From an optimization exercise on the open Yosys and OpenROAD flow, aimed at small area, a short achievable clock period and few clock cycles per item; shortcuts taken in it are not production practice.
Only simulation tests tie the RTL to the original design; equivalence was not proved.

`flow/design.v`:
```
package mexp_pkg;
    localparam int OPERAND_WIDTH_DEF = 32;
    typedef struct packed {
        logic load;         
        logic red_step;     
        logic red_fix;      
        logic mul_load_r;   
        logic mul_load_b;   
        logic mul_step;     
        logic wb_r;         
        logic wb_b;         
        logic finish;       
    } mexp_cmd_t;
    typedef struct packed {
        logic mod_zero;     
        logic exp_lsb;      
    } mexp_stat_t;
endpackage
module mexp_controller #(
    parameter int W = mexp_pkg::OPERAND_WIDTH_DEF
) (
    input  logic                  clk,
    input  logic                  rst_n,
    input  logic                  start,
    output logic                  busy,
    input  mexp_pkg::mexp_stat_t  stat,
    output mexp_pkg::mexp_cmd_t   cmd
);
    localparam int CW = $clog2(W);
    typedef enum logic [10:0] {
        S_IDLE   = 11'b000_0000_0001,
        S_CHECK  = 11'b000_0000_0010,
        S_REDUCE = 11'b000_0000_0100,
        S_FIX    = 11'b000_0000_1000,
        S_SEL    = 11'b000_0001_0000,
        S_MUL_R  = 11'b000_0010_0000,
        S_WB_R   = 11'b000_0100_0000,
        S_SQ     = 11'b000_1000_0000,
        S_MUL_B  = 11'b001_0000_0000,
        S_WB_B   = 11'b010_0000_0000,
        S_DONE   = 11'b100_0000_0000
    } state_t;
    state_t          state_reg;
    state_t          state_next;
    logic [CW-1:0]   cnt_reg;
    logic [CW-1:0]   cnt_next;
    logic [CW-1:0]   ecnt_reg;
    logic [CW-1:0]   ecnt_next;
    always_comb
    begin
        state_next = state_reg;
        cnt_next   = cnt_reg;
        ecnt_next  = ecnt_reg;
        cmd        = '0;
        case (state_reg)
            S_IDLE:
            begin
                if (start)
                begin
                    cmd.load   = 1'b1;
                    state_next = S_CHECK;
                end
            end
            S_CHECK:
            begin
                cnt_next   = CW'(W - 1);
                state_next = stat.mod_zero ? S_DONE : S_REDUCE;
            end
            S_REDUCE:
            begin
                cmd.red_step = 1'b1;
                if (cnt_reg == '0)
                begin
                    state_next = S_FIX;
                end
                else
                begin
                    cnt_next = cnt_reg - CW'(1);
                end
            end
            S_FIX:
            begin
                cmd.red_fix = 1'b1;
                ecnt_next   = CW'(W - 1);
                state_next  = S_SEL;
            end
            S_SEL:
            begin
                cnt_next = CW'(W - 1);
                if (stat.exp_lsb)
                begin
                    cmd.mul_load_r = 1'b1;
                    state_next     = S_MUL_R;
                end
                else
                begin
                    cmd.mul_load_b = 1'b1;
                    state_next     = S_MUL_B;
                end
            end
            S_MUL_R:
            begin
                cmd.mul_step = 1'b1;
                if (cnt_reg == '0)
                begin
                    state_next = S_WB_R;
                end
                else
                begin
                    cnt_next = cnt_reg - CW'(1);
                end
            end
            S_WB_R:
            begin
                cmd.wb_r   = 1'b1;
                state_next = S_SQ;
            end
            S_SQ:
            begin
                cmd.mul_load_b = 1'b1;
                cnt_next       = CW'(W - 1);
                state_next     = S_MUL_B;
            end
            S_MUL_B:
            begin
                cmd.mul_step = 1'b1;
                if (cnt_reg == '0)
                begin
                    state_next = S_WB_B;
                end
                else
                begin
                    cnt_next = cnt_reg - CW'(1);
                end
            end
            S_WB_B:
            begin
                cmd.wb_b = 1'b1;
                if (ecnt_reg == '0)
                begin
                    state_next = S_DONE;
                end
                else
                begin
                    ecnt_next  = ecnt_reg - CW'(1);
                    state_next = S_SEL;
                end
            end
            S_DONE:
            begin
                cmd.finish = 1'b1;
                state_next = S_IDLE;
            end
            default:
            begin
                state_next = S_IDLE;
            end
        endcase
    end
    always_ff @(posedge clk or negedge rst_n)
    begin
        if (!rst_n)
        begin
            state_reg <= S_IDLE;
            cnt_reg   <= '0;
            ecnt_reg  <= '0;
        end
        else
        begin
            state_reg <= state_next;
            cnt_reg   <= cnt_next;
            ecnt_reg  <= ecnt_next;
        end
    end
    assign busy = (state_reg != S_IDLE);
endmodule
module mexp_datapath #(
    parameter int W = mexp_pkg::OPERAND_WIDTH_DEF
) (
    input  logic                      clk,
    input  logic                      rst_n,
    input  mexp_pkg::mexp_cmd_t       cmd,
    output mexp_pkg::mexp_stat_t      stat,
    input  logic signed [W-1:0]       base_value,
    input  logic        [W-1:0]       exponent,
    input  logic        [W-1:0]       modulus,
    output logic        [W-1:0]       power_result,
    output logic                      modulus_zero,
    output logic                      done
);
    logic [W-1:0] mod_reg;
    logic [W-1:0] exp_reg;
    logic         neg_reg;
    logic [W-1:0] r_reg;
    logic [W-1:0] b_reg;
    logic [W-1:0] a_reg;
    logic [W-1:0] mpl_reg;
    logic [W-1:0] acc_reg;
    logic [W-1:0] power_result_reg;
    logic         modulus_zero_reg;
    logic         done_reg;
    logic [W-1:0] base_bits;
    logic [W-1:0] base_mag;
    logic [W:0]   red_trial;
    logic [W-1:0] red_next;
    logic [W:0]   dbl;
    logic [W-1:0] dbl_red;
    logic [W:0]   sum;
    logic [W-1:0] sum_red;
    logic [W-1:0] mul_next;
    logic [W-1:0] neg_fix;
    assign base_bits = base_value;
    assign base_mag  = base_bits[W-1] ? (~base_bits + W'(1)) : base_bits;
    assign red_trial = {acc_reg, mpl_reg[W-1]};
    assign red_next  = (red_trial >= {1'b0, mod_reg}) ?
                       W'(red_trial - {1'b0, mod_reg}) : W'(red_trial);
    assign neg_fix = (neg_reg && (acc_reg != '0)) ? (mod_reg - acc_reg) : acc_reg;
    assign dbl      = {acc_reg, 1'b0};
    assign dbl_red  = (dbl >= {1'b0, mod_reg}) ? W'(dbl - {1'b0, mod_reg}) : W'(dbl);
    assign sum      = {1'b0, dbl_red} + {1'b0, a_reg};
    assign sum_red  = (sum >= {1'b0, mod_reg}) ? W'(sum - {1'b0, mod_reg}) : W'(sum);
    assign mul_next = mpl_reg[W-1] ? sum_red : dbl_red;
    always_ff @(posedge clk)
    begin
        if (cmd.load)
        begin
            mod_reg <= modulus;
            exp_reg <= exponent;
            neg_reg <= base_bits[W-1];
            mpl_reg <= base_mag;
            acc_reg <= '0;
        end
        if (cmd.red_step)
        begin
            acc_reg <= red_next;
            mpl_reg <= {mpl_reg[W-2:0], 1'b0};
        end
        if (cmd.red_fix)
        begin
            b_reg <= neg_fix;
            r_reg <= (mod_reg == W'(1)) ? '0 : W'(1);
        end
        if (cmd.mul_load_r)
        begin
            a_reg   <= r_reg;
            mpl_reg <= b_reg;
            acc_reg <= '0;
        end
        if (cmd.mul_load_b)
        begin
            a_reg   <= b_reg;
            mpl_reg <= b_reg;
            acc_reg <= '0;
        end
        if (cmd.mul_step)
        begin
            acc_reg <= mul_next;
            mpl_reg <= {mpl_reg[W-2:0], 1'b0};
        end
        if (cmd.wb_r)
        begin
            r_reg <= acc_reg;
        end
        if (cmd.wb_b)
        begin
            b_reg   <= acc_reg;
            exp_reg <= {1'b0, exp_reg[W-1:1]};
        end
        if (cmd.finish)
        begin
            power_result_reg <= (mod_reg == '0) ? '0 : r_reg;
            modulus_zero_reg <= (mod_reg == '0);
        end
    end
    always_ff @(posedge clk or negedge rst_n)
    begin
        if (!rst_n)
        begin
            done_reg <= 1'b0;
        end
        else
        begin
            done_reg <= cmd.finish;
        end
    end
    assign stat.mod_zero = (mod_reg == '0);
    assign stat.exp_lsb  = exp_reg[0];
    assign power_result = power_result_reg;
    assign modulus_zero = modulus_zero_reg;
    assign done         = done_reg;
endmodule
module modular_exponentiation_core #(
    parameter int OPERAND_WIDTH = mexp_pkg::OPERAND_WIDTH_DEF
) (
    input  logic                            clk,
    input  logic                            rst_n,
    input  logic                            start,
    output logic                            busy,
    input  logic signed [OPERAND_WIDTH-1:0] base_value,
    input  logic        [OPERAND_WIDTH-1:0] exponent,
    input  logic        [OPERAND_WIDTH-1:0] modulus,
    output logic        [OPERAND_WIDTH-1:0] power_result,
    output logic                            modulus_zero,
    output logic                            done
);
    mexp_pkg::mexp_cmd_t  cmd;
    mexp_pkg::mexp_stat_t stat;
    mexp_controller #(
        .W (OPERAND_WIDTH)
    ) u_ctrl (
        .clk   (clk),
        .rst_n (rst_n),
        .start (start),
        .busy  (busy),
        .stat  (stat),
        .cmd   (cmd)
    );
    mexp_datapath #(
        .W (OPERAND_WIDTH)
    ) u_dp (
        .clk          (clk),
        .rst_n        (rst_n),
        .cmd          (cmd),
        .stat         (stat),
        .base_value   (base_value),
        .exponent     (exponent),
        .modulus      (modulus),
        .power_result (power_result),
        .modulus_zero (modulus_zero),
        .done         (done)
    );
endmodule
```
`flow/run.sh`:
```
#!/bin/bash
# synth_recipe.tcl (not shown) runs the flow's synth.tcl, then flattens the netlist and writes it again
# the make line also repeats each setting of config.mk as NAME=value (left out here)
make -C /OpenROAD-flow-scripts/flow DESIGN_CONFIG=/design/flow/config.mk WORK_HOME=/design/flow/orfs CLKGATE_MAP_FILE= SYNTH_SCRIPT=/design/flow/synth_recipe.tcl finish
```
`flow/config.mk`:
```
export PLATFORM = sky130hd
export DESIGN_NAME = modular_exponentiation_core
export DESIGN_NICKNAME = modular_exponentiation_core
export VERILOG_FILES = /design/flow/design.v
export SDC_FILE = /design/flow/constraint.sdc
export NUM_CORES = 4
export LEC_CHECK = 0
export CAP_MARGIN = 20
export CORE_MARGIN = 2
export CORE_UTILIZATION = 40
export SLEW_MARGIN = 20
```
`flow/constraint.sdc`:
```
create_clock -name core_clock -period 9.0 [get_ports {clk}]
set_input_delay 1.8000 -clock core_clock [delete_from_list [all_inputs] [get_ports {clk}]]
set_output_delay 1.8000 -clock core_clock [all_outputs]
set_load 0.01 [all_outputs]
```
==> run notes <==
## cell families after synthesis
family | Yosys count | synth area share
flip-flops | 280 | 0.4012
adder cells (fa/ha/maj) | 137 | 0.08488
XOR/XNOR | 170 | 0.07215
multiplexers | 61 | 0.03195
buffers and inverters | 220 | 0.04062
AND/OR/NAND/NOR | 739 | 0.1712
AO/OA/AOI/OAI | 658 | 0.1980
## worst paths after layout
check	from	to	slack, ns	cells after the start
setup / recovery	u_dp.acc_reg[19]$_DFFE_PP_	u_dp.acc_reg[2]$_DFFE_PP_	0.57	34
hold / removal	u_dp.exp_reg[31]$_SDFFE_PP0P_	u_dp.exp_reg[31]$_SDFFE_PP0P_	0.46	2
setup reg to reg	u_dp.acc_reg[19]$_DFFE_PP_	u_dp.acc_reg[2]$_DFFE_PP_	0.57	34
hold reg to reg	u_dp.exp_reg[31]$_SDFFE_PP0P_	u_dp.exp_reg[31]$_SDFFE_PP0P_	0.46	2
max in group asynchronous	rst_n	u_ctrl.state_reg[0]$_DFFE_PN1P_	7.41	1
min in group asynchronous	rst_n	u_ctrl.state_reg[3]$_DFFE_PN0P_	1.23	1
## metrics by stage
step | instances
floorplan | 2265
global placement | 3099
detailed placement | 3099
CTS | 3161
global route | 3161
finish | 3162
## cell type report
type                    instances  area share
multi-input cells            1765      0.4714
flip-flops and latches        280      0.3375
repair buffers                252     0.09201
clock buffers                  43     0.03779
well taps                     680     0.03468
inverters                     122     0.01867
clock inverters                19    0.007855
diodes                          1   0.0001020
## per-layer routing
| metal | vias up | track usage |
|---|---|---|
| met5 | - | 0 |
| met4 | 0 | 0.1194 |
| met3 | 169 | 0.03420 |
| met2 | 777 | 0.4853 |
| met1 | 9073 | 0.3826 |
| li1 | 8647 | - |
## worst register-to-register path: cells and delay by family, from the launching register on
kind                       cells  cell delay [ns]
DFF                            1             0.55
buffers and inverters          6             1.20
muxes                          1             0.55
AOI/OAI and AO/OA             17             3.41
adders and majority gates      3             1.24
xor gates and xnor gates       1             0.26
and+or+nand+nor                6             0.92
## cells in the final DEF, fill, tap and decap left out, types with 34 or more instances in the layout
cell type        Yosys  routed
a21o_1              52      52
a21oi_1            194     194
and2_1              42      42
buf_4                0     116
clkbuf_16            0      36
clkdlybuf4s50_1      0     132
edfxtp_1           256     256
ha_1               132     132
inv_1              121     120
mux2_2              39      39
nand2_1            306     306
nand3_1             35      34
nor2_1             131     129
nor2b_1             45      45
o21ai_0            184     184
xnor2_1            125     125
xor2_1              45      45
==> out/qor.yml <==
outcome: "no timing/DRC/antenna violations"
multiInputGateArea_sq_mm: 0.01156
fin_crit_sh: 0.9371
area_growth_pct: 18.87
slowest_stage: "edfxtp_1"
fin_area_sq_mm: 0.02453
drive_gt1_frac: 0.09835
critPathRequiredTime_ns: 9.24
hpwlAfterDp_um: 61490
ctsHoldBuffers: 0
final.setup.worst_slack_ns: 0.5659
synth_most_common_cell: "nand2_1"
cts_max_path_buffers: 3
die_area_sq_mm: 0.05343
drt_iter0_drc: 1724
cts-buffers-inserted: 35
synthTopCellsByArea: "edfxtp_1 37%, ha_1 8.0%, nand2_1 5.6%"
cts.reportedPaths.clkPinSlew_ns: 0.06
dp_slack_ns: 0.8308
tns_ns: 0
cts_max_level: 2
async_flop_share: 0.07857
yosysSeqAreaShare: 0.4012
synth_enable_flop_cells: 256
crit_arrival_ns: 8.67
synth_ff_type: "edfxtp_1"
slew_viol_final: 0
num_rows: 83
drt_pass1_iterations: 5
grt_max_degree: 68
post_cts_resized: 0
synth_top_area_cell: "edfxtp_1"
endpoint_kind: "register"
gp_congestion: 0.9887
fin_skew_ns: 0.04274
n_fill_cell: 4927
wl_met3_um: 4780
ys_ff_latch: 280
nets: 2692
setup_viol: 0
slew_headroom: 0.2933
yosysWarnings: 2
synthCells: 2265
rsz0062_at_grt: "no"
worst_pin_slew_ns: 1.059
dr_wl_met2_um: 36860
clock-sinks: 280
hold_class: "reg -> reg"
avgSynthCellArea_sq_um: 9.111
syn_area_sq_mm: 0.02064
grt_first_pass_wirelength_um: 115300
crit_family: "compound AO/OA/AOI/OAI gates"
routedWlPerCell_um: 24.87
place_area_sq_mm: 0.02340
grt_pass1_vias: 17980
worst_path_most_repeated_cell: "buf_4"
grt_antenna_before_repair: 0
insertion_delay_ns: 0.57
die_x_um: 231.1
die_y_um: 231.1
post-route-min-period_ns: 8.434
cp_max_fo: 21
wl_um: 78630
highest_layer: "met4"
initial_core_util: 0.4031
criticalPathCategory: "reg -> reg"
core_area_sq_mm: 0.05120
regArea_sq_mm: 0.008279
met1_length_um: 33360
critPathBufInv: 6
drc_errors: 0
vias: 18670
crit_path_start_kind: "register"
cts_tree: "yes"
portBuffers: 133
synthTopCellsByCount: "306 x nand2_1, 256 x edfxtp_1, 194 x a21oi_1, 184 x o21ai_0, 132 x ha_1"
ant_nets: 0
maxCapViolCount: 0
vias_per_cell: 5.903
report.final.hold_viol_count: 0
holdWs_ns: 0.4552
track_usage: 0.2906
syn-num-nets: 2501
cts_setup_buffers: 0
final_util: 0.4791
max_freq_mhz: 118.6
ios: 134
root_buffer: "clkbuf_16"
ys_types: 78
synth.top_cell.area_share: 0.3725
crit_path_max_incr_delay_ns: 0.55
grt-ovfl-total: 0
Testbench counts, summed over its fixed seeds: cycles 320,596, items 192.

[afterwards: timing with drivers on the ports]
The flow's constraints put no driver on any port. The routed layout listed below was extracted and timed again, unchanged, in two steps.
Step 1: set_driving_cell puts a clkbuf_16 on clk and a buf_2 on each other input, an assumption about the parent block.
Step 2, shift: input delay + t, output delay - t, t = (earliest + latest rising clock arrival at the registers) / 2. This alone moves slack from input paths to output paths.
Slacks: ideal ports / drivers / drivers and shift; pairs: ideal ports / drivers.
shift t [ns]: 0.607
setup WS [ns]: 0.566 / 0.566 / 0.566
clock arrival spread, ns: 0.043 / 0.043
worst register clock-pin slew, ns: 0.07 / 0.07
cell pins on the clock port's net: 1
After both steps this run still meets setup and hold. For this run, drivers alone change the setup slack by 0.000 ns; drivers and shift together by 0.000 ns.
